What follows belongs to an exercise in optimizing a design on an open flow for small area and a short achievable clock period; a production flow would make more cautious choices. The RTL was checked by simulation tests, not by an equivalence proof against the original design. Power figures rest on the tool's default switching activity, not on a simulated workload.

**flow/synth.tcl**
```tcl
# synth_recipe.tcl (the standard synthesis) with one change: abc maps the logic with its own
# default script (delay target 2500 ps) instead of ORFS's abc_speed.script. Registers are mapped
# before abc, by dfflibmap, exactly as in the standard synthesis.
proc synth {args} { yosys synth -nofsm -noshare {*}$args }
proc abc {args} {
  set out {}
  set skip 0
  foreach a $args {
    if {$skip} { set skip 0; continue }
    if {$a eq "-script" || $a eq "-D"} { set skip 1; continue }
    lappend out $a
  }
  yosys abc {*}$out -D 2500
}
source $::env(SCRIPTS_DIR)/synth.tcl
# left out here: clear keep_hierarchy, flatten, clean up, hide names made inside functions, write 1_2_yosys.v
```
**standard.sh**
```bash
#!/bin/bash
# synth_recipe.tcl (not shown) runs the flow's synth.tcl, then flattens the netlist and writes it again
# the make line also repeats each setting of config.mk as NAME=value (left out here)
make -C /OpenROAD-flow-scripts/flow DESIGN_CONFIG=/design/flow/config.mk WORK_HOME=/design/flow/orfs CLKGATE_MAP_FILE= SYNTH_SCRIPT=/design/flow/synth_recipe.tcl "${@:-finish}"
```
**design.v**
```verilog
package dgcs_pkg;
   localparam int LINE_WIDTH_DEFAULT = 640;
   localparam int LINE_COUNT_DEFAULT = 480;
   localparam int POS_W   = 19;
   localparam int CSR_IDX_W  = 3;
   localparam int CSR_DATA_W = 24;
   localparam logic [CSR_IDX_W-1:0] CSR_NEAR_LIMIT = 3'd0;
   localparam logic [CSR_IDX_W-1:0] CSR_STATS_LIMIT = 3'd1;
   localparam logic [CSR_IDX_W-1:0] CSR_BOX_A_LOW = 3'd2;
   localparam logic [CSR_IDX_W-1:0] CSR_BOX_A_HIGH = 3'd3;
   localparam logic [CSR_IDX_W-1:0] CSR_BOX_B_LOW = 3'd4;
   localparam logic [CSR_IDX_W-1:0] CSR_BOX_B_HIGH = 3'd5;
   localparam logic [15:0] NEAR_LIMIT_RESET  = 16'd700;
   localparam logic [15:0] STATS_LIMIT_RESET = 16'd500;
   localparam logic [23:0] BOX_A_LOW_RESET   = 24'h003F84;
   localparam logic [23:0] BOX_A_HIGH_RESET  = 24'h64A3AF;
   localparam logic [23:0] BOX_B_LOW_RESET   = 24'h00BFBE;
   localparam logic [23:0] BOX_B_HIGH_RESET  = 24'h1414FF;
   localparam logic [1:0] CLASS_FAR     = 2'd0;
   localparam logic [1:0] CLASS_BOX_A   = 2'd1;
   localparam logic [1:0] CLASS_BOX_B   = 2'd2;
   localparam logic [1:0] CLASS_UNMATCH = 2'd3;
   localparam logic [31:0] FAR_FILL  = 32'hA0FFFFFF;
   localparam logic [31:0] MARK_FILL = 32'hFFFF00FF;
   localparam logic [31:0] MIN_CLEAR = 32'hFFFFFFFF;
   localparam logic [POS_W-1:0] SLOT_MAX = 19'h7FFFF;
   typedef struct packed {
      logic [31:0] pixel_color;
      logic [15:0] depth_mm;
      logic        frame_end;
   } req_type;
   typedef struct packed {
      logic [1:0]       pixel_class;
      logic [31:0]      shown_color;
      logic [POS_W-1:0] pixel_position;
      logic [POS_W-1:0] class_slot;
      logic [31:0]      frame_min_color;
      logic [31:0]      frame_max_color;
      logic             stats_valid;
      logic             frame_last;
   } rsp_type;
   typedef struct packed {
      logic [1:0]  pixel_class;
      logic [31:0] shown_color;
      logic        hit_a;
      logic        hit_b;
   } class_type;
endpackage
module dgcs_classify (
   input  logic [23:0] pixel_rgb,
   input  logic [15:0] depth_mm,
   input  logic [15:0] near_limit,
   input  logic [23:0] box_a_low,
   input  logic [23:0] box_a_high,
   input  logic [23:0] box_b_low,
   input  logic [23:0] box_b_high,
   output logic        is_near,
   output logic        match_a,
   output logic        match_b
);
   function automatic logic in_box(logic [23:0] color, logic [23:0] lo, logic [23:0] hi);
      logic ok;
      ok = 1'b1;
      for (int ch = 0; ch < 3; ch++) begin
         if (!((lo[ch*8 +: 8] < color[ch*8 +: 8]) && (color[ch*8 +: 8] < hi[ch*8 +: 8]))) begin
            ok = 1'b0;
         end
      end
      in_box = ok;
   endfunction
   assign is_near = depth_mm < near_limit;
   assign match_a = in_box(pixel_rgb, box_a_low, box_a_high);
   assign match_b = in_box(pixel_rgb, box_b_low, box_b_high);
endmodule
module depth_gated_color_segmenter #(
   parameter int LINE_WIDTH = dgcs_pkg::LINE_WIDTH_DEFAULT,
   parameter int LINE_COUNT = dgcs_pkg::LINE_COUNT_DEFAULT
) (
   input  logic                            clock,
   input  logic                            reset,
   input  logic                            req_valid,
   output logic                            req_stall,
   input  logic [48:0]                     req_payload,
   output logic                            rsp_valid,
   input  logic                            rsp_stall,
   output logic [137:0]                    rsp_payload,
   input  logic                            csr_write,
   input  logic [dgcs_pkg::CSR_IDX_W-1:0]  csr_index,
   input  logic [dgcs_pkg::CSR_DATA_W-1:0] csr_data
);
   localparam int PW = dgcs_pkg::POS_W;
   logic [15:0] near_limit_ff;
   logic [15:0] stats_limit_ff;
   logic [23:0] box_a_low_ff;
   logic [23:0] box_a_high_ff;
   logic [23:0] box_b_low_ff;
   logic [23:0] box_b_high_ff;
   logic [5:0] csr_we;
   always_comb begin
      for (int i = 0; i < 6; i++) begin
         csr_we[i] = reset || (csr_write && (csr_index == 3'(i)));
      end
   end
   always_ff @(posedge clock) begin
      if (csr_we[0]) near_limit_ff  <= reset ? dgcs_pkg::NEAR_LIMIT_RESET  : csr_data[15:0];
      if (csr_we[1]) stats_limit_ff <= reset ? dgcs_pkg::STATS_LIMIT_RESET : csr_data[15:0];
      if (csr_we[2]) box_a_low_ff   <= reset ? dgcs_pkg::BOX_A_LOW_RESET   : csr_data;
      if (csr_we[3]) box_a_high_ff  <= reset ? dgcs_pkg::BOX_A_HIGH_RESET  : csr_data;
      if (csr_we[4]) box_b_low_ff   <= reset ? dgcs_pkg::BOX_B_LOW_RESET   : csr_data;
      if (csr_we[5]) box_b_high_ff  <= reset ? dgcs_pkg::BOX_B_HIGH_RESET  : csr_data;
   end
   logic        in_valid_ff;
   logic [31:0] in_color_ff;
   logic [15:0] in_depth_ff;
   logic        in_end_ff;
   logic        out_valid_ff;
   logic [1:0]  out_class_ff;
   logic [31:0] out_color_ff;
   logic        out_last_ff;
   logic        advance;
   logic        stall;
   logic        in_valid_in;
   logic        out_valid_in;
   logic        both_valid_ff;
   assign advance = in_valid_ff && (!out_valid_ff || !rsp_stall);
   assign stall   = in_valid_ff && out_valid_ff && rsp_stall;
   assign in_valid_in  = (req_valid && !stall) || (in_valid_ff && !advance);
   assign out_valid_in = advance || (out_valid_ff && rsp_stall);
   always_ff @(posedge clock) begin
      if (reset) begin
         in_valid_ff   <= 1'b0;
         out_valid_ff  <= 1'b0;
         both_valid_ff <= 1'b0;
      end else begin
         in_valid_ff   <= in_valid_in;
         out_valid_ff  <= out_valid_in;
         both_valid_ff <= in_valid_in && out_valid_in;
      end
   end
   assign req_stall = both_valid_ff && rsp_stall;
   always_ff @(posedge clock) begin
      if (!stall) begin
         in_color_ff <= req_payload[48:17];
         in_depth_ff <= req_payload[16:1];
         in_end_ff   <= req_payload[0];
      end
   end
   logic is_near, match_a, match_b;
   logic hit_a, hit_b;
   logic [1:0] cls;
   dgcs_classify u_classify (
      .pixel_rgb  (in_color_ff[23:0]),
      .depth_mm   (in_depth_ff),
      .near_limit (near_limit_ff),
      .box_a_low  (box_a_low_ff),
      .box_a_high (box_a_high_ff),
      .box_b_low  (box_b_low_ff),
      .box_b_high (box_b_high_ff),
      .is_near    (is_near),
      .match_a    (match_a),
      .match_b    (match_b)
   );
   assign hit_a = is_near && match_a;
   assign hit_b = is_near && !match_a && match_b;
   assign cls   = !is_near ? dgcs_pkg::CLASS_FAR :
                  match_a  ? dgcs_pkg::CLASS_BOX_A :
                  match_b  ? dgcs_pkg::CLASS_BOX_B : dgcs_pkg::CLASS_UNMATCH;
   always_ff @(posedge clock) begin
      if (reset) begin
         out_last_ff <= 1'b1;
      end else if (advance) begin
         out_last_ff <= in_end_ff;
      end
   end
   logic [31:0] shown;
   assign shown = !is_near ? dgcs_pkg::FAR_FILL :
                  (match_a || match_b) ? in_color_ff : dgcs_pkg::MARK_FILL;
   always_ff @(posedge clock) begin
      if (advance) begin
         out_class_ff <= cls;
         out_color_ff <= shown;
      end
   end
   logic [PW-1:0] pos_ff;
   logic          pos_wrap;
   localparam logic [PW-1:0] POS_LAST = PW'(LINE_WIDTH * LINE_COUNT - 1);
   assign pos_wrap = &(pos_ff | ~POS_LAST);
   function automatic logic [PW-1:0] step(logic [PW-1:0] q, logic inc);
      logic [PW-1:0] ones;
      ones[0] = 1'b1;
      for (int i = 1; i < PW; i++) begin
         ones[i] = ones[i-1] && q[i-1];
      end
      step = q ^ (ones & {PW{inc}});
   endfunction
   always_ff @(posedge clock) begin
      pos_ff <= (advance && (out_last_ff || pos_wrap)) ? '0 : step(pos_ff, advance);
   end
   logic [PW-1:0] slot_a_ff, slot_b_ff;
   logic          none_a_ff, none_b_ff;
   logic          none_a, none_b;
   assign none_a = none_a_ff || out_last_ff;
   assign none_b = none_b_ff || out_last_ff;
   always_ff @(posedge clock) begin
      if (advance) begin
         none_a_ff <= none_a && !hit_a;
         none_b_ff <= none_b && !hit_b;
         if (hit_a) slot_a_ff <= none_a ? '0 : step(slot_a_ff, !(&slot_a_ff));
         if (hit_b) slot_b_ff <= none_b ? '0 : step(slot_b_ff, !(&slot_b_ff));
      end
   end
   logic [31:0] min_ff, max_ff;
   logic        any_ff;
   logic        any_now;
   logic        qualify;
   logic        lt_min, gt_max;
   assign any_now = any_ff && !out_last_ff;
   assign qualify = (in_depth_ff < stats_limit_ff) &&
                    (!is_near || ((match_a || match_b) &&
                                  (in_color_ff != dgcs_pkg::MARK_FILL) && (in_color_ff != 32'd0)));
   assign lt_min  = is_near ? (in_color_ff < min_ff) : (dgcs_pkg::FAR_FILL < min_ff);
   assign gt_max  = is_near ? (in_color_ff > max_ff) : (dgcs_pkg::FAR_FILL > max_ff);
   always_ff @(posedge clock) begin
      if (advance) begin
         any_ff <= any_now || qualify;
         if (qualify && (!any_now || lt_min)) min_ff <= shown;
         if (qualify && (!any_now || gt_max)) max_ff <= shown;
      end
   end
   logic        stats_valid;
   logic [PW-1:0] slot_out;
   assign stats_valid = out_last_ff && any_ff;
   assign slot_out = (out_class_ff == dgcs_pkg::CLASS_BOX_A) ? slot_a_ff :
                     (out_class_ff == dgcs_pkg::CLASS_BOX_B) ? slot_b_ff : '0;
   assign rsp_valid   = out_valid_ff;
   assign rsp_payload = {out_class_ff, out_color_ff, pos_ff, slot_out,
                         stats_valid ? min_ff : 32'd0,
                         stats_valid ? max_ff : 32'd0,
                         stats_valid, out_last_ff};
endmodule
```
**config.mk**
```make
export PLATFORM = sky130hd
export DESIGN_NAME = depth_gated_color_segmenter
export DESIGN_NICKNAME = depth_gated_color_segmenter
export VERILOG_FILES = /design/flow/design.v
export SDC_FILE = /design/flow/constraint.sdc
export NUM_CORES = 4
export LEC_CHECK = 0
export CAP_MARGIN = 20
export CORE_MARGIN = 2
export CORE_UTILIZATION = 40
export PLACE_DENSITY = 0.6
export SETUP_SLACK_MARGIN = 3.55
export SLEW_MARGIN = 20
```
**flow/run.sh**
```bash
#!/bin/bash
# The standard layout (standard.sh) with these changes, all logged under orfs/logs/ as usual:
#  - synthesis (flow/synth.tcl) maps logic with abc's default script and leaves adders and
#    comparators to abc (no ADDER_MAP_FILE cells); registers are mapped as in the standard
#    synthesis, so they match it by name and cell type;
#  - plain sky130_fd_sc_hd__buf_1 cells as the port buffers instead of the delay buffer the
#    flow picks by default;
#  - larger clock-tree sink clusters, clkbuf_8 only, no dummy loads.
set -euo pipefail
here=$(pwd)
bash standard.sh 'ADDER_MAP_FILE=' "SYNTH_SCRIPT=$here/flow/synth.tcl" \
  'BUFFER_PORTS_ARGS=-buffer_cell sky130_fd_sc_hd__buf_1' \
  'CTS_ARGS=-sink_clustering_enable -repair_clock_nets -sink_clustering_size 22 -sink_clustering_max_diameter 45 -buf_list {sky130_fd_sc_hd__clkbuf_8} -dont_use_dummy_load' \
  finish > standard.log 2>&1
```
**constraint.sdc**
```tcl
create_clock -name core_clock -period 7.0 [get_ports {clock}]
set_input_delay 1.4000 -clock core_clock [delete_from_list [all_inputs] [get_ports {clock}]]
set_output_delay 1.4000 -clock core_clock [all_outputs]
set_load 0.01 [all_outputs]
```
==> results.txt, run 1 <==
ys async rst share 0%; Fin. Hold Viols 0; Setup TNS 0 ns; total of max-cap violations 0; RSZ-0062 raised after global routing no; Netlist Area Pre-Place 15100 µm²; WL per Instance 20.7 µm; H-tree levels 2; Port Buffers 220; hold-fix buffers at CTS 0; number of global-route vias before repair 10400; synthesis-stage register bit count 339; fin crit share 46.9%; post-synth top area share 62.9%; syn avg cell area 12.3 µm²; nature of the critical path endpoint flop; FMAX 305 MHz; DRT Pass-1 Iters 5; HP Class reg -> reg; post-route ant nets 0; DP Wirelength 29500 µm; post-route setup slack 3.72 ns; Rows 71; largest net degree at the start of global routing 74; Initial Util 40.3%; WP data required 7.27 ns; Place WS 2.88 ns; Placed Area 16500 µm²; DR iter-0 viols 787; sequential share of the synthesized area 66.0%; critical path class reg -> reg; Critical Path AT 3.55 ns; Worst-Skew Late Latency 0.60 ns; Die Ht 198 µm; die area 39300 µm²; # setup viols final 0; ratio of cells with drive above 1 in the final layout 8.13%; Mapped Cells 1224; gr usage total 20.6%; Final GP Congestion 0.925; Worst Path Max Fanout 15; antenna violations before repair 0; Die Width 198 µm; Longest Clk Path Bufs 3; status finished clean; Layout area overhead 15.3%; DRC 0; first-pass GRT wire length 60700 µm; syn_nets 1305; P_leak 5.99 nW; vias 11000; I/O pins 221; Layout fillers 3403; vias per cell 5.53; Yosys top cell by area edfxtp_1; EDFF count, synth 316; Fin Hold WS 0.447 ns; Yosys warnings 2; final wirelength 41200 µm; Design Area, Final 17400 µm²; Synth cell types 58; Peak supply drop 0.000145 V; core area 37400 µm²; clock skew 0.0713 ns; fin. max-slew vios 0; diode count 0; Slew @ Worst Pin 0.864 ns; gr ovfl total 0; startpoint class of the critical path flop; clock root cell clkbuf_8; clock sink count 339; Final Critical Period 3.28 ns; predominant post-synthesis flop cell edfxtp_1; headroom to the max-slew limit 42.3%; Final nets 1559; ranking of synthesized cells by area edfxtp_1 (63%), and3_1 (3.4%), dfxtp_1 (3.1%), o22ai_1 (2.3%), nor2b_1 (2.3%); CTS Buf Count 42; clock-pin slew on the worst setup and hold paths 0.07 ns; Power Dens Cells 235 nW/µm²; CTS tree built
placed cells by master, fill, tap and decap left out, drive strengths merged, types with 8 or more instances in the layout:
master and n:
a21oi 49, a221oi 8, a222oi 9, a22o 21, a22oi 22, a2bb2oi 11, and2 14, and3 81
buf 246, clkbuf 45, dfxtp 23, edfxtp 316, inv 66, maj3 15, nand2 73, nand2b 25
nand3 11, nand4 19, nor2 83, nor2b 55, nor3 29, nor4 8, o21ai 50, o22ai 56
or2 21, xnor2 9, xor2 13
sequential cells by signal, summed over array words and instances, names as in the netlist, 16 cells and up:
name	cells
in_color_ff	32
max_ff	32
min_ff	32
out_color_ff	32
box_a_high_ff	24
box_a_low_ff	24
box_b_high_ff	24
box_b_low_ff	24
pos_ff	19
slot_a_ff	19
slot_b_ff	19
in_depth_ff	16
near_limit_ff	16
stats_limit_ff	16
per-stage QoR:
step	util, %	std cells	power (mW)
after global routing	46.5	1987	4.26
after floorplan	-	1224	2.72
after CTS	46.1	1976	4.10
final	46.5	1987	4.08
after global placement	44.2	1924	2.88
after detailed placement	44.2	1924	2.89
power breakdown:
part	total [mW]	switching [mW]	leakage, nW	internal, mW
combinational	0.453	0.280	2.56	0.173
clock	1.19	0.662	0.302	0.532
sequential	2.43	0.0840	3.14	2.34
total	4.08	1.03	5.99	3.05
worst paths after layout:
path              startpoint          end  slack [ns]  cells after the start
max          in_color_ff[17]   min_ff[16]        3.72                     12
min                in_end_ff  out_last_ff        0.45                      2
max reg2reg  in_color_ff[17]   min_ff[16]        3.72                     12
min reg2reg        in_end_ff  out_last_ff        0.45                      2
synth_stat cells (5+ instances only):
cell type / count
a211o_1: 5
a211oi_1: 7
a21boi_0: 5
a21oi_1: 49
a221oi_1: 8
a222oi_1: 9
a22o_1: 21
a22oi_1: 22
a2bb2oi_1: 11
a31o_2: 6
a31oi_1: 5
and2_1: 14
and3_1: 81
clkbuf_1: 39
clkinv_1: 8
dfxtp_1: 23
edfxtp_1: 316
inv_1: 67
maj3_1: 15
nand2_1: 73
nand2b_1: 25
nand3_1: 11
nand4_1: 19
nor2_1: 83
nor2b_1: 55
nor3_1: 29
nor4_1: 8
o211ai_1: 5
o21a_1: 5
o21ai_0: 50
o21bai_1: 5
o221ai_1: 5
o22ai_1: 56
o2bb2ai_1: 7
or2_2: 20
xnor2_1: 9
xor2_1: 13
what timing repair did:
item                                    in CTS  in global routing
gates resized for setup                      4                 10
endpoints found under the setup margin     129                 84
endpoints found under the hold margin        0                  0
pin swaps                                    0                  4
setup buffers                                8                 10
gates cloned                                 2                  1
logic make-up (layout without fill, tap and decap cells):
kind of cell | Yosys count | after routing | share of synthesized area (%)
buf+inv | 116 | 366 | 2.94
xor+xnor | 22 | 22 | 1.28
simple gates | 432 | 432 | 15.2
compound gates | 300 | 302 | 13.6
fa+ha+maj | 15 | 15 | 0.996
flops | 339 | 339 | 66.0
area by class of cell:
| class | count | area (µm²) | share of cell area, % |
|---|---|---|---|
| Clock buffer | 42 | 578 | 3.33 |
| Inverter | 75 | 289 | 1.66 |
| Multi-Input combinational cell | 771 | 4810 | 27.7 |
| Sequential cell | 339 | 9950 | 57.3 |
| Tap cell | 511 | 639 | 3.68 |
| Timing Repair Buffer | 249 | 1100 | 6.34 |
worst max-delay path, cell delays in order (launching register included):
cell      delay (ns)
edfxtp_1        0.42
inv_2           0.12
maj3_1          0.37
maj3_2          0.32
a221oi_2        0.21
o21ai_1         0.08
a32oi_1         0.24
nand4_1         0.19
and3b_2         0.29
nand4b_1        0.20
buf_4           0.19
a31oi_4         0.17
buf_12          0.18
layer usage:
layer | share of wire (%) | track usage [%] | wire length [µm] | up-vias
met5 | 0 | 0 | 0 | -
met1 | 45 | 28.3 | 18400 | 5347
li1 | - | - | - | 5159
met4 | 3.1 | 8.10 | 1300 | 0
met2 | 45 | 32.2 | 18700 | 404
met3 | 6.9 | 3.88 | 2830 | 83
==> run 2: changes to the inputs <==
--- a/flow/run.sh
+++ b/flow/run.sh
@@ -11,4 +11,4 @@
 bash standard.sh 'ADDER_MAP_FILE=' "SYNTH_SCRIPT=$here/flow/synth.tcl" \
   'BUFFER_PORTS_ARGS=-buffer_cell sky130_fd_sc_hd__buf_1' \
-  'CTS_ARGS=-sink_clustering_enable -repair_clock_nets -sink_clustering_size 22 -sink_clustering_max_diameter 45 -buf_list {sky130_fd_sc_hd__clkbuf_8} -dont_use_dummy_load' \
+  'CTS_ARGS=-sink_clustering_enable -repair_clock_nets -sink_clustering_size 16 -sink_clustering_max_diameter 60 -buf_list {sky130_fd_sc_hd__clkbuf_8} -dont_use_dummy_load' \
   finish > standard.log 2>&1
--- a/config.mk
+++ b/config.mk
@@ -12,2 +12,3 @@
 export SETUP_SLACK_MARGIN = 3.55
 export SLEW_MARGIN = 20
+export TNS_END_PERCENT = 20
==> run 2 against run 1 <==
Core utilization shrank 0.66 points. Worst setup slack lost 0.081 ns. Global-route usage shrank 0.62 points. Sequential power is essentially flat. Combinational power shrank 4.4%. Via count shrank 1.5%. Register-to-register slack lost 0.07 ns. Fmax shrank 2.4%. Clock power shrank 15%. Power shrank 5.0%. Critical path depth shrank 10. Cell area shrank 1.4%. Largest power group unchanged. Highest routed layer unchanged.
==> results.txt, run 2 <==
status finished clean; Port Buffers 220; post-synthesis adder-cell area fraction 0.996%; CTS Buf Count 31; Synth cell types 58; Final Critical Period 3.36 ns; DRT Pass-1 Iters 5; DP Wirelength 28900 µm; reg2reg start in_color_ff[17]; Critical Path AT 1.96 ns; total of max-cap violations 0; HP Class reg -> reg; Setup TNS 0 ns; P_leak 5.87 nW; Mapped Cells 1224; gr usage total 19.9%; # setup viols final 0; Worst Setup SP out_last_ff; clock sink count 339; Die Ht 198 µm; CTS tree built; clock-pin slew on the worst setup and hold paths 0.10 ns; post-route ant nets 0; leading cell type in the layout, fill and taps excluded edfxtp_1; clock root cell clkbuf_8; synthesis-stage register bit count 339; Worst Hold Path Cells 2; critical path class reg -> out; largest net degree at the start of global routing 74; Initial Util 40.3%; nature of the critical path endpoint output port; syn_nets 1305; Slew @ Worst Pin 1.00 ns; ranking of synthesized cells by area edfxtp_1 (63%), and3_1 (3.4%), dfxtp_1 (3.1%), o22ai_1 (2.3%), nor2b_1 (2.3%); Non-Filler Instances 1968; R2R cell count 12; diode count 0; I/O pins 221; RSZ-0062 raised after global routing yes; dpl cells 1925; Worst Path Max Fanout 73; antenna violations before repair 0; final wirelength 39900 µm; Fin Hold WS 0.448 ns; sequential share of the synthesized area 66.0%; ys async rst share 0%; WL per Instance 20.3 µm; critical-path cell list and3_1 > buf_1; syn avg cell area 12.3 µm²; Yosys top cell by area edfxtp_1; Die Width 198 µm; worst hold endpoint out_last_ff; vias 10800; DRC 0; most numerous cell in the Yosys netlist edfxtp_1; Final GP Congestion 0.891; synth cell count leaders edfxtp_1 (316), nor2_1 (83), and3_1 (81), nand2_1 (73), inv_1 (67); CP delay by family, top flip-flops; slowest cell delay on critical path 0.75 ns; WP data required 5.60 ns; die area 39300 µm²; fin. max-slew vios 0; number of global-route vias before repair 10500; post-synth top area share 62.9%; H-tree levels 1; complex-gate fraction of the synthesized area 13.6%; Netlist Area Pre-Place 15100 µm²; Layout area overhead 13.6%; CP bufs+invs 1; reg-to-reg endpoint min_ff[12]; Slowest-stage cell, CP dfxtp_4; gr ovfl total 0; fin crit share 48.1%; core area 37400 µm²; multiplexer area fraction after synthesis 0%; Yosys warnings 2; Peak supply drop 0.000147 V; startpoint of the lowest-slack hold path in_end_ff; post-synthesis simple-gate area fraction 15.2%; total power 3.87 mW; vias per cell 5.50; Worst-Skew Late Latency 0.65 ns; commonest cells after routing, fill and taps aside edfxtp_1 (316), buf_1 (219), nor2_1 (82); FF-to-FF setup slack 3.65 ns; headroom to the max-slew limit 32.9%; Final nets 1540; EDFF count, synth 316; XOR/XNOR Fraction of Synth Area 1.28%; predominant post-synthesis flop cell edfxtp_1; first-pass GRT wire length 59600 µm; DR iter-0 viols 719; Fin. Hold Viols 0; Power Dens Cells 226 nW/µm²; clock skew 0.100 ns; Rows 71; ratio of cells with drive above 1 in the final layout 6.86%; FMAX 297 MHz; largest family of logic cells by synthesized area simple AND/OR/NAND/NOR gates; startpoint class of the critical path flop; Longest Clk Path Bufs 3
[run 2: cell types whose count changed in the layout (fill, tap and decap cells not counted), moves of 2 or more]
cell      before  now
clkbuf_8      43   31
a31oi_4        4    2
buf_12         4    2
buf_16         0    2
buf_4         21   18
[run 2: kinds of logic (layout without fill, tap and decap cells)]
family / count (synthesis) / after routing
xor+xnor: 22 / 22
compound gates: 300 / 300
fa+ha+maj: 15 / 15
flops: 339 / 339
simple gates: 432 / 432
buf+inv: 116 / 349
[run 2: worst max path at each step]
stage,cells after the start,to,slack (ns)
final,2,rsp_payload[14],3.64
after global routing,12,min_ff[12],3.52
after CTS,2,rsp_payload[45],3.60
after detailed placement,7,max_ff[19],2.76
after global placement,6,max_ff[3],2.67
after floorplan,9,slot_a_ff[0],3.48
[run 2: final cells by class]
| cell class | instances | area [µm²] |
|---|---|---|
| tap | 511 | 639 |
| multi-input combinational | 769 | 4750 |
| inverter | 75 | 293 |
| timing repair buffer | 243 | 1070 |
| clock buffer | 31 | 427 |
| fill | 3431 | 20300 |
| sequential | 339 | 9950 |
[run 2: metal layers]
layer | up-vias | part of all wire [%] | wire [µm] | global-route usage, %
met5 | - | 0 | 0 | 0
met3 | 65 | 6.5 | 2570 | 3.08
met2 | 374 | 46 | 18400 | 31.9
met4 | 0 | 2.8 | 1110 | 5.68
met1 | 5272 | 45 | 17800 | 28.2
li1 | 5116 | - | - | -
[run 2: where the power goes]
group          leakage [nW]  internal (mW)  switching (mW)
Clock                 0.223          0.392           0.620
Sequential             3.14           2.34          0.0837
Combinational          2.51          0.164           0.269
Total                  5.87           2.90           0.973
[run 2: through the flow]
step	utilization [%]	setup WS [ns]	area (µm²)
2_1_floorplan	-	3.48	15100
3_3_place_gp	44.1	2.67	16500
3_5_place_dp	44.3	2.76	16600
4_1_cts	45.6	3.60	17100
5_1_grt	45.8	3.52	17100
6_report	45.8	3.64	17100
[run 2: what timing repair did]
item | CTS | global route
setup buffers | 7 | 5
hold endpoints to repair | 0 | 0
hold buffers | 0 | 0
resized for setup | 2 | 6
endpoints found under the setup margin | 148 | 87
cloned | 0 | 0
pin swaps | 3 | 0
[run 2: worst reg2reg max path, delay by kind of cell, from the launching register on]
kind | cells | cell delay, ns
AO/OA/AOI/OAI | 4 | 0.81
adder cells (fa/ha/maj) | 2 | 0.69
AND/OR/NAND/NOR | 3 | 0.59
buffers and inverters | 3 | 0.53
flip-flops | 1 | 0.43
==> run 3: changes to the inputs <==
--- a/config.mk
+++ b/config.mk
@@ -10,5 +10,4 @@
 export CORE_UTILIZATION = 40
 export PLACE_DENSITY = 0.6
-export SETUP_SLACK_MARGIN = 3.55
+export SETUP_SLACK_MARGIN = 3.48
 export SLEW_MARGIN = 20
-export TNS_END_PERCENT = 20
==> run 3 against run 2 <==
Still clean. Register-to-register slack hardly changed. Cell count is 0.66% higher. Power is 1.5% higher. Sequential cell count stayed put. Sequential power hardly changed. Via count is 1.9% higher. Core utilization is 0.35 points higher. Largest cell class unchanged.
==> results.txt, run 3 <==
ratio of cells with drive above 1 in the final layout 7.49%; Mapped Cells 1224; nature of the critical path endpoint flop; Power Dens Cells 228 nW/µm²; Critical Path AT 3.58 ns; RSZ-0062 raised after global routing no; syn_nets 1305; post-route ant nets 0; Slew @ Worst Pin 1.09 ns; Die Width 198 µm; fin. max-slew vios 0; WP data required 7.22 ns; commonest cells after routing, fill and taps aside edfxtp_1 (316), buf_1 (219), nor2_1 (83); Layout area overhead 14.5%; Fin. Hold Viols 0; Non-Filler Instances 1981; headroom to the max-slew limit 27.0%; Yosys warnings 2; H-tree levels 2; ys async rst share 0%; critical path class reg -> reg; Final Critical Period 3.36 ns; die area 39300 µm²; predominant post-synthesis flop cell edfxtp_1; DRC 0; Yosys top cell by area edfxtp_1; Longest Clk Path Bufs 3; Worst Path Max Fanout 14; Port Buffers 220; DP Wirelength 29800 µm; fin crit share 48.0%; DR iter-0 viols 818; ranking of synthesized cells by area edfxtp_1 (63%), and3_1 (3.4%), dfxtp_1 (3.1%), o22ai_1 (2.3%), nor2b_1 (2.3%); CTS Buf Count 34; gr ovfl total 0; Final GP Congestion 0.918; hold-fix buffers at CTS 0; sequential share of the synthesized area 66.0%; vias per cell 5.57; total of max-cap violations 0; clock sink count 339; Placed Area 16600 µm²; dpl cells 1926; leading cell type in the layout, fill and taps excluded edfxtp_1; Worst Setup SP in_color_ff[17]; Synth cell types 58; syn avg cell area 12.3 µm²; vias 11000; Worst-Skew Late Latency 0.55 ns; most numerous cell in the Yosys netlist edfxtp_1; EDFF count, synth 316; Setup TNS 0 ns; status finished clean; core area 37400 µm²; Rows 71; # setup viols final 0; antenna violations before repair 1; Netlist Area Pre-Place 15100 µm²; synth cell count leaders edfxtp_1 (316), nor2_1 (83), and3_1 (81), nand2_1 (73), inv_1 (67); synthesis-stage register bit count 339; DRT Pass-1 Iters 6; CTS tree built; FMAX 298 MHz; total power 3.93 mW; Final nets 1552; WL per Instance 20.7 µm; I/O pins 221; clock skew 0.0526 ns; P_leak 5.94 nW; first-pass GRT wire length 60800 µm; Initial Util 40.3%; gr usage total 20.4%; clock root cell clkbuf_8; number of global-route vias before repair 10400; startpoint class of the critical path flop; startpoint of the lowest-slack hold path in_end_ff; HP Class reg -> reg; Peak supply drop 0.000123 V; largest net degree at the start of global routing 74; clock-pin slew on the worst setup and hold paths 0.09 ns; final wirelength 41000 µm; post-synth top area share 62.9%; Die Ht 198 µm; reg2reg start in_color_ff[17]; Design Area, Final 17300 µm²
run 3: cell families (layout without fill, tap and decap cells):
family / after synthesis / after routing / synth area share [%]
xor+xnor: 22 / 22 / 1.28
buf+inv: 116 / 360 / 2.94
flops: 339 / 339 / 66.0
fa+ha+maj: 15 / 15 / 0.996
compound gates: 300 / 301 / 13.6
simple gates: 432 / 432 / 15.2
other cells: 0 / 1 / 0
run 3: repair_timing:
item | 4_1_cts | 5_1_grt
buffers inserted | 8 | 11
endpoints found under the hold margin | 0 | 0
resized for setup | 4 | 9
pin swaps | 0 | 5
gates cloned | 1 | 0
endpoints found under the setup margin | 82 | 61
run 3: path summary, 6_finish.rpt:
check,endpoint,slack (ns),cells after the start
hold / removal,out_last_ff,0.45,2
setup / recovery,min_ff[20],3.64,12
hold reg to reg,out_last_ff,0.45,2
setup reg to reg,min_ff[20],3.64,12
run 3: power breakdown:
group / switching, mW / leakage, nW / internal, mW
Combinational: 0.277 / 2.56 / 0.169
Clock: 0.625 / 0.244 / 0.435
Sequential: 0.0824 / 3.14 / 2.34
run 3: layout make-up:
type | count | area [µm²]
antenna | 1 | 2.50
clock buffer | 34 | 468
fill | 3453 | 20100
inverter | 75 | 289
multi-input combinational | 770 | 4790
sequential | 339 | 9950
tap | 511 | 639
timing repair buffer | 251 | 1120
run 3: critical path, cell delays in order (launching register included):
cell and delay (ns):
edfxtp_1 0.42, inv_2 0.11, maj3_1 0.36, maj3_1 0.36, a221oi_1 0.27, o21ai_1 0.12
a32oi_2 0.18, nand4_1 0.13, and3b_2 0.23, nand4b_1 0.25, a31oi_4 0.27, buf_16 0.19
buf_16 0.16
run 3: through the flow:
stage          utilization (%)  worst slack (ns)  hold slack (ns)
6_report                  46.2              3.64            0.448
2_1_floorplan                -              3.48            0.408
3_5_place_dp              44.3              2.76            0.434
5_1_grt                   46.2              3.47            0.487
3_3_place_gp              44.1              2.85            0.422
4_1_cts                   45.8              3.48            0.457
run 3: layer usage:
layer	up-vias	global-route usage, %	wire length, µm
met5	-	0	0
met4	0	7.24	1280
met3	78	3.27	2620
met2	419	31.5	18600
met1	5381	29.1	18500
li1	5151	-	-
==> run 4: changes to the inputs <==
--- a/config.mk
+++ b/config.mk
@@ -10,4 +10,5 @@
 export CORE_UTILIZATION = 40
 export PLACE_DENSITY = 0.6
-export SETUP_SLACK_MARGIN = 3.48
+export SETUP_SLACK_MARGIN = 3.75
 export SLEW_MARGIN = 20
+export TNS_END_PERCENT = 10
==> run 4 against run 3 <==
Core utilization up 0.21 points. Clock skew grew 0.0045 ns. Die area is the same. Largest power group unchanged. Highest routed layer unchanged.
==> results.txt, run 4 <==
Slowest-stage cell, CP edfxtp_1; synth cell count leaders edfxtp_1 (316), nor2_1 (83), and3_1 (81), nand2_1 (73), inv_1 (67); Net Sw Power 1.02 mW; startpoint class of the critical path flop; final wirelength 40900 µm; reg2reg start in_color_ff[17]; die area 39300 µm²; vias per cell 5.52; core area 37400 µm²; Layout area overhead 15.0%; Peak supply drop 0.000116 V; nature of the critical path endpoint flop; R2R cell count 12; Fin Hold WS 0.433 ns; diode count 0; leading cell type in the layout, fill and taps excluded edfxtp_1; CTS tree built; WP data required 7.27 ns; post-route setup slack 3.74 ns; syn avg cell area 12.3 µm²; Final nets 1552; Die Width 198 µm; fin crit share 46.6%; Mapped Cells 1224; total stage count of the critical path 12; largest net degree at the start of global routing 74; gr usage total 20.5%; Fin. Hold Viols 0; clock-pin slew on the worst setup and hold paths 0.10 ns; ranking of synthesized cells by area edfxtp_1 (63%), and3_1 (3.4%), dfxtp_1 (3.1%), o22ai_1 (2.3%), nor2b_1 (2.3%); DRT Pass-1 Iters 7; Worst Path Max Fanout 17; number of global-route vias before repair 10500; clock sink count 339; Setup TNS 0 ns; DR iter-0 viols 969; Crit path top cell by count maj3_2; most numerous cell in the Yosys netlist edfxtp_1; Non-Filler Instances 1980; CP delay by family, top compound AO/OA/AOI/OAI gates; Synth cell types 58; headroom to the max-slew limit 34.5%; sequential share of the synthesized area 66.0%; hold-fix buffers at CTS 0; ys async rst share 0%; Final Critical Period 3.26 ns; Port Buffers 220; predominant post-synthesis flop cell edfxtp_1; I/O pins 221; Power Dens Cells 230 nW/µm²; DP Wirelength 29000 µm; Layout fillers 3401; internal power 2.97 mW; antenna violations before repair 0; critical-path cell list inv_2 > maj3_2 > maj3_2 > a221oi_2 > o21ai_1 > a32oi_1 > nand4_1 > and3b_2 > nand4b_1 > buf_4 > a31oi_4 > buf_16; Critical Path AT 3.53 ns; Place WS 2.62 ns; CTS Buf Count 35; fin. max-slew vios 0; register share of total power 60.9%; Longest Clk Path Bufs 3; clock root cell clkbuf_8; WL per Instance 20.6 µm; syn_nets 1305; slowest cell delay on critical path 0.43 ns; CP bufs+invs 3; critical path class reg -> reg; clock network power share 27.6%; post-synth top area share 62.9%; dpl cells 1924; Worst-Skew Late Latency 0.60 ns; Placed Area 16600 µm²; synthesis-stage register bit count 339; total of max-cap violations 0; Worst setup endpoint max_ff[25]; DRC 0; part of the power in combinational logic 11.5%; P_leak 5.97 nW; Final GP Congestion 0.901; status finished clean; post-route ant nets 0; Netlist Area Pre-Place 15100 µm²; Die Ht 198 µm; Rows 71; vias 10900; Initial Util 40.3%; ratio of cells with drive above 1 in the final layout 8.03%; Yosys warnings 2; sw frac 25.5%; HP Class reg -> reg; H-tree levels 2; FMAX 307 MHz; gr ovfl total 0; clock skew 0.0571 ns; Yosys top cell by area edfxtp_1; RSZ-0062 raised after global routing yes; total power 3.98 mW; FF-to-FF setup slack 3.74 ns; Slew @ Worst Pin 0.980 ns; final core utilization 46.4%; first-pass GRT wire length 60400 µm; EDFF count, synth 316; reg-to-reg endpoint max_ff[25]; Design Area, Final 17300 µm²; # setup viols final 0; commonest cells after routing, fill and taps aside edfxtp_1 (316), buf_1 (218), and3_1 (81), nor2_1 (81), nand2_1 (70); Worst Setup SP in_color_ff[17]
[run 4: cell count changes in the layout (fill, tap and decap cells not counted), sizes merged]
cell and change:
clkbuf +2, clkinvlp -1, clkinv +1, buf -2, diode -1
[run 4: repair_timing]
item                       in CTS  in global routing
pin swaps                       3                  4
setup endpoints to repair     150                168
gates cloned                    1                  2
setup buffers                  15                  3
gates resized for setup        10                 10
[run 4: how the worst min path moves through the flow]
stage,startpoint,endpoint,slack (ns),cells past startpoint
finish,in_end_ff,out_last_ff,0.43,2
detailed placement,in_end_ff,out_last_ff,0.42,2
CTS,in_end_ff,out_last_ff,0.44,2
global route,in_end_ff,out_last_ff,0.50,2
global placement,in_end_ff,out_last_ff,0.42,2
floorplan,in_end_ff,out_last_ff,0.41,2
[run 4: cell type report]
type | instances | area (µm²) | area share, %
clock buffer | 35 | 482 | 2.78
inverter | 75 | 288 | 1.66
multi-input combinational | 770 | 4830 | 27.9
sequential | 339 | 9950 | 57.4
tap | 511 | 639 | 3.69
timing repair buffer | 250 | 1150 | 6.61
[run 4: kinds of logic (layout without fill, tap and decap cells)]
family                     after synthesis  in the layout  synth area share, %
AOI/OAI and AO/OA                      300            301                 13.6
buffers and inverters                  116            360                 2.94
xor gates and xnor gates                22             22                 1.28
DFF                                    339            339                 66.0
adders and majority gates               15             15                0.996
and+or+nand+nor                        432            432                 15.2
[run 4: power by group through the flow]
stage	sequential [mW]	combinational (mW)	clock [mW]
finish	2.43	0.458	1.10
global route	2.44	0.504	1.21
detailed placement	2.47	0.426	0
floorplan	2.44	0.282	0
CTS	2.42	0.447	1.14
global placement	2.47	0.418	0
[run 4: worst reg2reg max path, stage by stage, from the launching register on]
cell	delay, ns
edfxtp_1	0.43
inv_2	0.13
maj3_2	0.33
maj3_2	0.31
a221oi_2	0.21
o21ai_1	0.08
a32oi_1	0.22
nand4_1	0.14
and3b_2	0.24
nand4b_1	0.17
buf_4	0.22
a31oi_4	0.24
buf_16	0.20
[run 4: routing by layer]
metal	track usage, %	vias up	wire length, µm
li1	-	5155	-
met1	28.5	5311	18200
met2	31.9	380	18700
met3	4.00	81	2620
met4	7.46	0	1380
met5	0	-	0
==> run 5: changes to the inputs <==
--- a/config.mk
+++ b/config.mk
@@ -10,5 +10,5 @@
 export CORE_UTILIZATION = 40
 export PLACE_DENSITY = 0.6
-export SETUP_SLACK_MARGIN = 3.75
+export SETUP_SLACK_MARGIN = 3.9
 export SLEW_MARGIN = 20
-export TNS_END_PERCENT = 10
+export TNS_END_PERCENT = 5
==> run 5 against run 4 <==
Still clean on timing, DRC and antenna. Fmax grew 0.93%. Synthesized cell count is the same. Cell count grew 0.35%. Non-clock buffer count grew 7. Combinational power grew 1%. Global-route usage grew 0.22 points. Die area is the same. Count of clock-buffer cells in the layout is the same. Clock skew shrank 0.0040 ns. Critical path depth is the same. Cell area grew 0.48%. Worst setup slack gained 0.030 ns.
==> results.txt, run 5 <==
internal power 2.97 mW; nature of the critical path endpoint flop; Worst-Skew Late Latency 0.60 ns; Final Critical Period 3.23 ns; largest net degree at the start of global routing 52; Yosys top cell by area edfxtp_1; first-pass GRT wire length 61000 µm; Port Buffers 220; synth cell count leaders edfxtp_1 (316), nor2_1 (83), and3_1 (81), nand2_1 (73), inv_1 (67); sequential share of the synthesized area 66.0%; startpoint class of the critical path flop; Setup TNS 0 ns; sw frac 25.7%; clock root cell clkbuf_8; I/O pins 221; predominant post-synthesis flop cell edfxtp_1; clock skew 0.0531 ns; gr usage total 20.7%; Initial Util 40.3%; status finished clean; clock-pin slew on the worst setup and hold paths 0.06 ns; Power Dens Cells 229 nW/µm²; post-route setup slack 3.77 ns; multiplexer area fraction after synthesis 0%; Final nets 1559; H-tree levels 2; P_leak 6.00 nW; Longest Clk Path Bufs 3; Fin. Hold Viols 0; # setup viols final 0; ranking of synthesized cells by area edfxtp_1 (63%), and3_1 (3.4%), dfxtp_1 (3.1%), o22ai_1 (2.3%), nor2b_1 (2.3%); most numerous cell in the Yosys netlist edfxtp_1; critical path class reg -> reg; headroom to the max-slew limit 35.8%; syn_nets 1305; WP data required 7.27 ns; Layout area overhead 15.6%; Die Width 198 µm; largest family of logic cells by synthesized area simple AND/OR/NAND/NOR gates; die area 39300 µm²; ratio of cells with drive above 1 in the final layout 8.88%; post-synthesis simple-gate area fraction 15.2%; register share of total power 60.7%; diode count 0; post-synthesis adder-cell area fraction 0.996%; Mapped Cells 1224; FMAX 309 MHz; number of global-route vias before repair 10500; Slew @ Worst Pin 0.962 ns; hold-fix buffers at CTS 0; Die Ht 198 µm; total power 3.99 mW; vias per cell 5.50; Peak supply drop 0.000116 V; fin. max-slew vios 0; RSZ-0062 raised after global routing yes; leading cell type in the layout, fill and taps excluded edfxtp_1; Net Sw Power 1.02 mW; EDFF count, synth 316; WL per Instance 20.8 µm; gr ovfl total 0; vias 10900; Final GP Congestion 0.901; core area 37400 µm²; total of max-cap violations 0; Place WS 2.62 ns; clock sink count 339; complex-gate fraction of the synthesized area 13.6%; post-route ant nets 0; Netlist Area Pre-Place 15100 µm²; Critical Path AT 3.50 ns; part of the power in combinational logic 11.6%; syn avg cell area 12.3 µm²; Worst Path Max Fanout 17; clock network power share 27.6%; final wirelength 41300 µm; synthesis-stage register bit count 339; fin crit share 46.2%; Yosys warnings 2; ys async rst share 0%; post-synth top area share 62.9%; DP Wirelength 29000 µm; Synth cell types 58; DRT Pass-1 Iters 6; antenna violations before repair 0; commonest cells after routing, fill and taps aside edfxtp_1 (316), buf_1 (218), and3_1 (81), nor2_1 (81), nand2_1 (70); DRC 0; DR iter-0 viols 901; HP Class reg -> reg; Rows 71; CTS tree built; XOR/XNOR Fraction of Synth Area 1.28%; CTS Buf Count 35
run 5: final timing paths:
kind / startpoint / to / slack (ns) / depth (start not counted)
worst max-delay path: in_depth_ff[0] / max_ff[20] / 3.77 / 12
worst min-delay path: in_end_ff / out_last_ff / 0.44 / 2
worst max register to register: in_depth_ff[0] / max_ff[20] / 3.77 / 12
worst min register to register: in_end_ff / out_last_ff / 0.44 / 2
run 5: layout make-up:
cell class / instances / area [µm²]
clock buffer: 35 / 482
fill: 3401 / 20000
inverter: 75 / 304
multi-input combinational: 770 / 4870
sequential: 339 / 9950
tap: 511 / 639
timing repair buffer: 257 / 1180
run 5: cell families after synthesis:
| logic type | count (synthesis) |
|---|---|
| AOI/OAI and AO/OA | 300 |
| adders and majority gates | 15 |
| DFF | 339 |
| and+or+nand+nor | 432 |
| xor gates and xnor gates | 22 |
| buffers and inverters | 116 |
run 5: power groups by stage:
| stage | Clock, mW | Sequential (mW) | Combinational, mW |
|---|---|---|---|
| global route | 1.21 | 2.44 | 0.511 |
| detailed placement | 0 | 2.47 | 0.426 |
| global placement | 0 | 2.47 | 0.418 |
| finish | 1.10 | 2.42 | 0.464 |
| CTS | 1.14 | 2.42 | 0.461 |
| floorplan | 0 | 2.44 | 0.282 |
run 5: per-layer routing:
metal  share of wire (%)  GRT usage (%)  vias to the layer above
met1                  44           28.8                     5314
met3                 6.8           4.09                       78
met4                 3.1           7.44                        0
met2                  46           32.3                      385
li1                    -              -                     5160
met5                   0              0                        -
run 5: repair_timing:
| action | 4_1_cts | 5_1_grt |
|---|---|---|
| cloned | 2 | 1 |
| gates resized for setup | 15 | 11 |
| setup buffers | 18 | 7 |
| pin swaps | 5 | 2 |
| hold endpoints to repair | 0 | 0 |
| endpoints found under the setup margin | 189 | 206 |
run 5: worst max-delay path, cell delays in order, from the launching register on:
cell and delay, ns:
edfxtp_1 0.38, nand2b_1 0.16, maj3_1 0.36, o221ai_1 0.18, a221oi_1 0.11, a2bb2oi_1 0.14, o211ai_1 0.19, nand3_1 0.14
a21oi_1 0.46, nand4b_1 0.16, buf_4 0.22, a31oi_4 0.24, buf_16 0.20
run 5: through the flow:
stage	util [%]	std cells	cell area, µm²	hold slack, ns
floorplan	-	1224	15200	0.408
CTS	46.3	1979	17300	0.439
detailed placement	44.3	1924	16600	0.424
global placement	44.3	1923	16600	0.420
global route	46.6	1987	17400	0.497
finish	46.6	1987	17400	0.435
==> run 6: changes to the inputs <==
--- a/config.mk
+++ b/config.mk
@@ -10,5 +10,4 @@
 export CORE_UTILIZATION = 40
 export PLACE_DENSITY = 0.6
-export SETUP_SLACK_MARGIN = 3.9
+export SETUP_SLACK_MARGIN = 3.55
 export SLEW_MARGIN = 20
-export TNS_END_PERCENT = 5
==> run 6 against run 5 <==
Non-clock buffer count fell by 7. Clock skew increased by 0.020 ns. Power is 2.6% lower. Sequential cell count did not move. First-iteration DRC count fell by 9.3%. Cell area is 1.1% lower. Global-route usage down 0.36 points. Core utilization is 0.52 points lower. Sequential power hardly changed. Synthesized cell count did not move. Area after synthesis did not move. Critical path type is now reg -> out. Largest cell class unchanged.
==> results.txt, run 6 <==
Worst Setup SP out_class_ff[1]; Mapped Cells 1224; Synth cell types 58; Design Area, Final 17200 µm²; Peak supply drop 0.000158 V; nature of the critical path endpoint output port; Port Buffers 220; vias per cell 5.52; die area 39300 µm²; Die Ht 198 µm; number of global-route vias before repair 10300; Rows 71; dpl cells 1924; Worst-Skew Late Latency 0.64 ns; Final GP Congestion 0.925; FF-to-FF setup slack 3.75 ns; fin. max-slew vios 0; critical path class reg -> out; clock sink count 339; post-synth top area share 62.9%; Longest Clk Path Bufs 3; Yosys warnings 2; commonest cells after routing, fill and taps aside edfxtp_1 (316), buf_1 (219), nor2_1 (82); largest net degree at the start of global routing 74; H-tree levels 1; clock root cell clkbuf_8; DP Wirelength 29500 µm; Slew @ Worst Pin 0.877 ns; Layout area overhead 14.3%; WP data required 5.60 ns; WL per Instance 20.8 µm; P_leak 5.91 nW; Setup TNS 0 ns; R2R cell count 12; DRC 0; antenna violations before repair 0; most numerous cell in the Yosys netlist edfxtp_1; Power Dens Cells 226 nW/µm²; ranking of synthesized cells by area edfxtp_1 (63%), and3_1 (3.4%), dfxtp_1 (3.1%), o22ai_1 (2.3%), nor2b_1 (2.3%); gr usage total 20.3%; core area 37400 µm²; HP Class reg -> reg; syn_nets 1305; first-pass GRT wire length 60500 µm; Final nets 1549; synthesis-stage register bit count 339; Critical Path AT 1.87 ns; Initial Util 40.3%; diode count 0; final core utilization 46.1%; CTS Buf Count 31; final wirelength 41000 µm; worst hold endpoint out_last_ff; Fin. Hold Viols 0; RSZ-0062 raised after global routing no; reg2reg start in_color_ff[17]; Final Critical Period 3.27 ns; startpoint class of the critical path flop; I/O pins 221; headroom to the max-slew limit 41.4%; leading cell type in the layout, fill and taps excluded edfxtp_1; Yosys top cell by area edfxtp_1; fin crit share 46.8%; # setup viols final 0; Worst Path Max Fanout 19; status finished clean; syn avg cell area 12.3 µm²; clock-pin slew on the worst setup and hold paths 0.10 ns; Fin Hold WS 0.446 ns; Non-Filler Instances 1977; Placed Area 16500 µm²; vias 10900; ys async rst share 0%; Layout fillers 3408; sequential share of the synthesized area 66.0%; Netlist Area Pre-Place 15100 µm²; Worst Hold Path Cells 2; DRT Pass-1 Iters 5; gr ovfl total 0; predominant post-synthesis flop cell edfxtp_1; EDFF count, synth 316; clock skew 0.0727 ns; reg-to-reg endpoint max_ff[16]; FMAX 305 MHz; post-route ant nets 0; ratio of cells with drive above 1 in the final layout 7.44%; synth cell count leaders edfxtp_1 (316), nor2_1 (83), and3_1 (81), nand2_1 (73), inv_1 (67); total of max-cap violations 0; DR iter-0 viols 817; CTS tree built; Die Width 198 µm; startpoint of the lowest-slack hold path in_end_ff
[run 6: changes by cell type in the layout (fill, tap and decap cells not counted), moves of 2 or more]
cell,delta
clkinvlp_4,-2
buf_4,-5
buf_2,-3
nand2_8,-2
nor4_1,+2
clkbuf_8,-4
clkinv_1,+4
[run 6: routing by layer]
metal	GRT usage [%]	share of wire [%]	up-vias
li1	-	-	5146
met1	28.2	45	5300
met2	32.7	46	401
met3	3.61	6.2	69
met4	6.13	3.0	0
met5	0	0	-
[run 6: power breakdown]
| part | switching, mW | leakage (nW) | total (mW) | internal [mW] |
|---|---|---|---|---|
| Clock | 0.622 | 0.223 | 1.01 | 0.393 |
| Sequential | 0.0841 | 3.14 | 2.43 | 2.34 |
| Combinational | 0.276 | 2.55 | 0.445 | 0.169 |
| Total | 0.982 | 5.91 | 3.89 | 2.90 |
[run 6: cell type report]
type	count	area, µm²	share of cell area [%]
Inverter	75	293	1.70
Sequential cell	339	9950	57.8
Tap cell	511	639	3.71
Clock buffer	31	427	2.48
Multi-Input combinational cell	771	4790	27.8
Timing Repair Buffer	250	1120	6.52
[run 6: metrics by stage]
| step | worst slack [ns] | power [mW] |
|---|---|---|
| floorplan | 3.54 | 2.72 |
| global placement | 2.97 | 2.88 |
| detailed placement | 2.88 | 2.89 |
| CTS | 3.56 | 3.92 |
| global route | 3.54 | 4.06 |
| finish | 3.73 | 3.89 |
[run 6: logic make-up (layout without fill, tap and decap cells)]
| family | count (synthesis) | count (layout) | synth area share (%) |
|---|---|---|---|
| AO/OA/AOI/OAI | 300 | 302 | 13.6 |
| XOR/XNOR | 22 | 22 | 1.28 |
| adder cells (fa/ha/maj) | 15 | 15 | 0.996 |
| buffers and inverters | 116 | 356 | 2.94 |
| flip-flops | 339 | 339 | 66.0 |
| AND/OR/NAND/NOR | 432 | 432 | 15.2 |
[run 6: how the worst max path moves through the flow]
stage,to,depth (start not counted)
6_report,rsp_payload[76],4
5_1_grt,max_ff[19],12
4_1_cts,rsp_payload[49],3
3_5_place_dp,min_ff[0],10
3_3_place_gp,min_ff[0],10
2_1_floorplan,max_ff[0],5
[run 6: critical path: stages, from the launching register on]
cell,delay (ns)
edfxtp_1,0.45
nor2b_1,0.16
buf_4,0.20
a22o_1,0.28
buf_1,0.14
[run 6: timing repair]
action	4_1_cts	5_1_grt
gates cloned	2	0
resized for setup	4	8
setup endpoints to repair	129	94
hold buffers	0	0
pin swaps	0	3
setup buffers	10	10
==> run 7: changes to the inputs <==
--- a/config.mk
+++ b/config.mk
@@ -9,5 +9,5 @@
 export CORE_MARGIN = 2
 export CORE_UTILIZATION = 40
-export PLACE_DENSITY = 0.6
-export SETUP_SLACK_MARGIN = 3.55
+export PLACE_DENSITY = 0.7
+export SETUP_SLACK_MARGIN = 3.62
 export SLEW_MARGIN = 20
==> run 7 against run 6 <==
Synthesized cell count did not move. Critical path depth rose by 7. Global-route usage shrank 0.36 points. Via count is 1.9% higher. Area after synthesis did not move. Register-to-register slack got worse by 0.04 ns. Highest routed layer unchanged. Non-clock buffer count grew 9.
==> results.txt, run 7 <==
syn_nets 1305; Yosys top cell by area edfxtp_1; final wirelength 41100 µm; headroom to the max-slew limit 15.7%; diode count 0; Setup TNS 0 ns; area of the multi-input gates 4890 µm²; post-synth top area share 62.9%; WP data required 7.30 ns; leading cell type in the layout, fill and taps excluded edfxtp_1; Place WS 2.74 ns; Layout fillers 3402; Final nets 1558; Fin. Hold Viols 0; post-route ant nets 0; RSZ-0062 raised after global routing yes; core area 37400 µm²; clock network power share 25.9%; critical path class reg -> reg; largest net degree at the start of global routing 74; sw frac 25.4%; Final Critical Period 3.29 ns; sequential share of the synthesized area 66.0%; Critical Path AT 3.59 ns; FF-to-FF setup slack 3.71 ns; Power Dens Cells 224 nW/µm²; total of max-cap violations 0; clock skew 0.0866 ns; total power 3.91 mW; DP Wirelength 29100 µm; gr usage total 20.0%; reg2reg start in_color_ff[17]; WL per Instance 20.7 µm; status finished clean; clock sink count 339; Initial Util 40.3%; Rows 71; Longest Clk Path Bufs 3; Mapped Cells 1224; clock root cell clkbuf_8; clock-pin slew on the worst setup and hold paths 0.10 ns; Worst-Skew Late Latency 0.66 ns; worst hold endpoint out_last_ff; Worst Hold Path Cells 2; # setup viols final 0; P_leak 6.00 nW; die area 39300 µm²; ranking of synthesized cells by area edfxtp_1 (63%), and3_1 (3.4%), dfxtp_1 (3.1%), o22ai_1 (2.3%), nor2b_1 (2.3%); register share of total power 61.9%; EDFF count, synth 316; first-pass GRT wire length 59900 µm; Placed Area 16600 µm²; Final GP Congestion 0.911; startpoint of the lowest-slack hold path in_end_ff; most numerous cell in the Yosys netlist edfxtp_1; Die Width 198 µm; internal power 2.92 mW; Yosys warnings 2; dpl cells 1922; final core utilization 46.7%; DRT Pass-1 Iters 6; commonest cells after routing, fill and taps aside edfxtp_1 (316), buf_1 (218), nor2_1 (82); R2R cell count 11; Port Buffers 220; Fin Hold WS 0.440 ns; synth cell count leaders edfxtp_1 (316), nor2_1 (83), and3_1 (81), nand2_1 (73), inv_1 (67); I/O pins 221; Net Sw Power 0.994 mW; H-tree levels 1; Layout area overhead 15.8%; CTS Buf Count 31; startpoint class of the critical path flop; syn avg cell area 12.3 µm²; register area 9950 µm²; Netlist Area Pre-Place 15100 µm²; hold-fix buffers at CTS 0; Worst Path Max Fanout 8; nature of the critical path endpoint flop; fin. max-slew vios 0; fin crit share 47.0%; Non-Filler Instances 1986; part of the power in combinational logic 12.2%; number of global-route vias before repair 10400; FMAX 304 MHz; gr ovfl total 0; Design Area, Final 17500 µm²; synthesis-stage register bit count 339; predominant post-synthesis flop cell edfxtp_1; CTS tree built; vias per cell 5.60; DRC 0; DR iter-0 viols 1078; ys async rst share 0%; Synth cell types 58; Die Ht 198 µm; Slew @ Worst Pin 1.26 ns; antenna violations before repair 0; vias 11100; HP Class reg -> reg; Peak supply drop 0.000146 V; post-route setup slack 3.71 ns; reg-to-reg endpoint min_ff[16]; ratio of cells with drive above 1 in the final layout 9.08%
==> run 7: worst max-delay path: stages, from the launching register on <==
cell and delay, ns:
edfxtp_1 0.42, inv_2 0.12, maj3_2 0.32, maj3_2 0.30
a221oi_2 0.22, o21ai_1 0.08, a32oi_1 0.23, nand4_1 0.15
and3b_2 0.24, nand4b_1 0.25, a31oi_4 0.37, clkbuf_16 0.23
==> run 7: cells by family after synthesis <==
group           after synthesis  share of synthesized area, %
xor+xnor                     22                          1.28
simple gates                432                          15.2
compound gates              300                          13.6
flops                       339                          66.0
buf+inv                     116                          2.94
fa+ha+maj                    15                         0.996
==> run 7: how the worst max path moves through the flow <==
stage	startpoint	endpoint	slack, ns	depth (start not counted)
floorplan	rsp_stall	max_ff[0]	3.62	5
global placement	rsp_stall	min_ff[4]	2.77	6
detailed placement	rsp_stall	max_ff[3]	2.74	6
CTS	in_depth_ff[1]	min_ff[16]	3.63	12
global route	in_color_ff[17]	min_ff[16]	3.58	11
finish	in_color_ff[17]	min_ff[16]	3.71	11
==> run 7: final cells by class <==
cell class,count,share of cell area [%]
Inverter,75,1.76
Sequential cell,339,57.0
Clock buffer,31,2.44
Timing Repair Buffer,259,7.10
Tap cell,511,3.66
Timing Repair inverter,1,0.0287
Multi-Input combinational cell,770,28.0
==> run 7: per-layer routing <==
metal  track usage, %  share of wire (%)
met5                0                  0
met4             6.24                3.0
met3             2.88                8.1
met2             32.3                 47
met1             28.0                 42
==> run 7: power groups by stage <==
stage / combinational, mW / sequential, mW / clock (mW)
floorplan: 0.282 / 2.44 / 0
global placement: 0.421 / 2.46 / 0
detailed placement: 0.431 / 2.46 / 0
CTS: 0.443 / 2.42 / 1.04
global route: 0.520 / 2.43 / 1.11
finish: 0.479 / 2.42 / 1.01
==> run 7: timing repair <==
action | 4_1_cts | 5_1_grt
pin swaps | 4 | 10
buffers inserted | 10 | 17
cloned | 1 | 4
setup endpoints to repair | 162 | 106
resized for setup | 10 | 27
==> run 8: changes to the inputs <==
--- a/config.mk
+++ b/config.mk
@@ -9,5 +9,5 @@
 export CORE_MARGIN = 2
 export CORE_UTILIZATION = 40
-export PLACE_DENSITY = 0.7
+export PLACE_DENSITY = 0.6
 export SETUP_SLACK_MARGIN = 3.62
 export SLEW_MARGIN = 20
==> run 8 against run 7 <==
Still clean on timing, DRC and antenna. Cell count is 0.35% lower. Global-route usage is 0.12 points higher. Synthesized cell count unchanged. Critical path depth fell by 8. Combinational power down 4.4%. Fmax grew 1.7%. Sequential power barely moved. Area after synthesis unchanged. Routed wire length decreased by 1.3%.
==> results.txt, run 8 <==
status finished clean; Rows 71; clock skew 0.0687 ns; core area 37400 µm²; sequential share of the synthesized area 66.0%; fin. max-slew vios 0; Critical Path AT 1.83 ns; WP data required 5.60 ns; Setup TNS 0 ns; Synth cell types 58; nature of the critical path endpoint output port; HP Class reg -> reg; first-pass GRT wire length 59700 µm; reg-to-reg endpoint min_ff[21]; gr usage total 20.1%; Mapped Cells 1224; critical path class in -> out; FF-to-FF setup slack 3.78 ns; Final Critical Period 3.23 ns; Worst-Skew Late Latency 0.58 ns; largest family of logic cells by synthesized area simple AND/OR/NAND/NOR gates; CTS tree built; clock sink count 339; Peak supply drop 0.000158 V; antenna violations before repair 0; EDFF count, synth 316; headroom to the max-slew limit 32.8%; die area 39300 µm²; post-synthesis simple-gate area fraction 15.2%; Fin Hold WS 0.447 ns; Slowest-stage cell, CP clkbuf_2; number of global-route vias before repair 10500; Worst Path Max Fanout 3; synth cell count leaders edfxtp_1 (316), nor2_1 (83), and3_1 (81), nand2_1 (73), inv_1 (67); Fin. Hold Viols 0; DR iter-0 viols 801; synthesis-stage register bit count 339; Port Buffers 220; total of max-cap violations 0; P_leak 5.95 nW; final wirelength 40600 µm; fin crit share 46.2%; syn avg cell area 12.3 µm²; met3 GRT Util 3.51%; DRT Pass-1 Iters 6; RSZ-0062 raised after global routing no; Final nets 1551; diode count 0; commonest cells after routing, fill and taps aside edfxtp_1 (316), buf_1 (218), nor2_1 (82); Worst setup endpoint req_stall; FMAX 309 MHz; leading cell type in the layout, fill and taps excluded edfxtp_1; Die Ht 198 µm; vias per cell 5.52; predominant post-synthesis flop cell edfxtp_1; Longest Clk Path Bufs 3; ranking of synthesized cells by area edfxtp_1 (63%), and3_1 (3.4%), dfxtp_1 (3.1%), o22ai_1 (2.3%), nor2b_1 (2.3%); Final GP Congestion 0.897; Yosys top cell by area edfxtp_1; clock root cell clkbuf_8; multiplexer area fraction after synthesis 0%; Yosys warnings 2; DRC 0; slowest cell delay on critical path 0.15 ns; hold-fix buffers at CTS 0; Power Dens Cells 228 nW/µm²; Die Width 198 µm; post-synth top area share 62.9%; Layout area overhead 14.8%; startpoint class of the critical path input pin; GR peak layer met2; ys async rst share 0%; global-route met2 utilization 31.9%; XOR/XNOR Fraction of Synth Area 1.28%; Worst Setup SP rsp_stall; post-synthesis adder-cell area fraction 0.996%; post-route ant nets 0; critical-path cell list clkbuf_2 > and2_1 > buf_1; WL per Instance 20.5 µm; vias 10900; Slew @ Worst Pin 1.01 ns; Netlist Area Pre-Place 15100 µm²; most numerous cell in the Yosys netlist edfxtp_1; DP Wirelength 29000 µm; clock-pin slew on the worst setup and hold paths 0.10 ns; syn_nets 1305; complex-gate fraction of the synthesized area 13.6%; Worst Hold Path Cells 2; # setup viols final 0; GR Util met1 27.6%; R2R cell count 12; largest net degree at the start of global routing 74; CTS Buf Count 34; ratio of cells with drive above 1 in the final layout 8.04%; gr ovfl total 0; reg2reg start in_color_ff[9]; Initial Util 40.3%; H-tree levels 2; I/O pins 221
-- run 8: cell counts after synthesis --
Identical to the previous run, type by type.
-- run 8: how the worst min path moves through the flow --
stage,from,endpoint
global route,in_end_ff,out_last_ff
floorplan,in_end_ff,out_last_ff
detailed placement,in_end_ff,out_last_ff
global placement,in_end_ff,out_last_ff
CTS,in_end_ff,out_last_ff
finish,in_end_ff,out_last_ff
-- run 8: kinds of logic (layout without fill, tap and decap cells) --
family / count (synthesis) / count (layout)
simple gates: 432 / 432
flops: 339 / 339
compound gates: 300 / 302
buf+inv: 116 / 358
xor+xnor: 22 / 22
fa+ha+maj: 15 / 15
-- run 8: power by group --
part           internal (mW)  total [mW]  switching (mW)
combinational          0.174       0.458           0.284
clock                  0.435        1.07           0.635
sequential              2.34        2.42          0.0809
-- run 8: timing repair --
action	in CTS	in global routing
setup buffers	11	9
gates cloned	2	0
gates resized for setup	7	15
setup endpoints to repair	148	86
pin swaps	1	3
-- run 8: cell type report --
class	instances	area, µm²
tap	511	639
fill	3458	20100
sequential	339	9950
multi-input combinational	771	4870
clock buffer	34	468
timing repair buffer	249	1090
inverter	75	293
-- run 8: worst max-delay path, delay by kind of cell --
kind	cells	cell delay, ns
buffers and inverters	2	0.30
AND/OR/NAND/NOR	1	0.14
-- run 8: layer usage --
layer	up-vias	share of wire, %
li1	5150	-
met1	5290	44
met2	412	46
met3	79	7.1
met4	0	3.1
met5	-	0
-- run 8: metrics by stage --
step,util [%],instance area (µm²),setup WS [ns],instances,power (mW)
after floorplan,-,15200,3.62,1224,2.72
after global placement,44.3,16600,2.74,1923,2.89
after detailed placement,44.3,16600,2.64,1923,2.90
after CTS,45.9,17200,3.62,1970,3.98
after global routing,46.3,17300,3.60,1979,4.12
final,46.3,17300,3.77,1979,3.95

[re-timing with driven ports]
How much do the figures lean on ideal ports? The routed layouts below were timed once more, with nothing changed but the port constraints. Step 1 assumes that a clkbuf_16 drives the clock port and a buf_2 every other input. Step 2, shift: input delay + t, output delay - t, t = (earliest + latest rising clock arrival at the registers) / 2. This alone moves slack from input paths to output paths. Slacks: ideal / step 1 / step 2; pairs: ideal / step 1.
run | t, ns | slack for setup (ns) | cell pins on the clock port's net
run 1 | 0.611 | 3.717 / 3.717 / 3.224 | 1
run 2 | 0.645 | 3.636 / 3.589 / 3.204 | 1
run 3 | 0.572 | 3.639 / 3.639 / 3.306 | 1
run 4 | 0.617 | 3.739 / 3.723 / 3.333 | 1
run 5 | 0.621 | 3.769 / 3.761 / 3.335 | 1
run 6 | 0.651 | 3.726 / 3.680 / 3.222 | 1
run 7 | 0.666 | 3.712 / 3.688 / 3.361 | 1
run 8 | 0.596 | 3.767 / 3.745 / 3.341 | 1
After both steps every run listed still meets setup and hold. The setup slack of run 6, which loses most, moves by -0.046 ns with the drivers and by -0.504 ns with both steps.
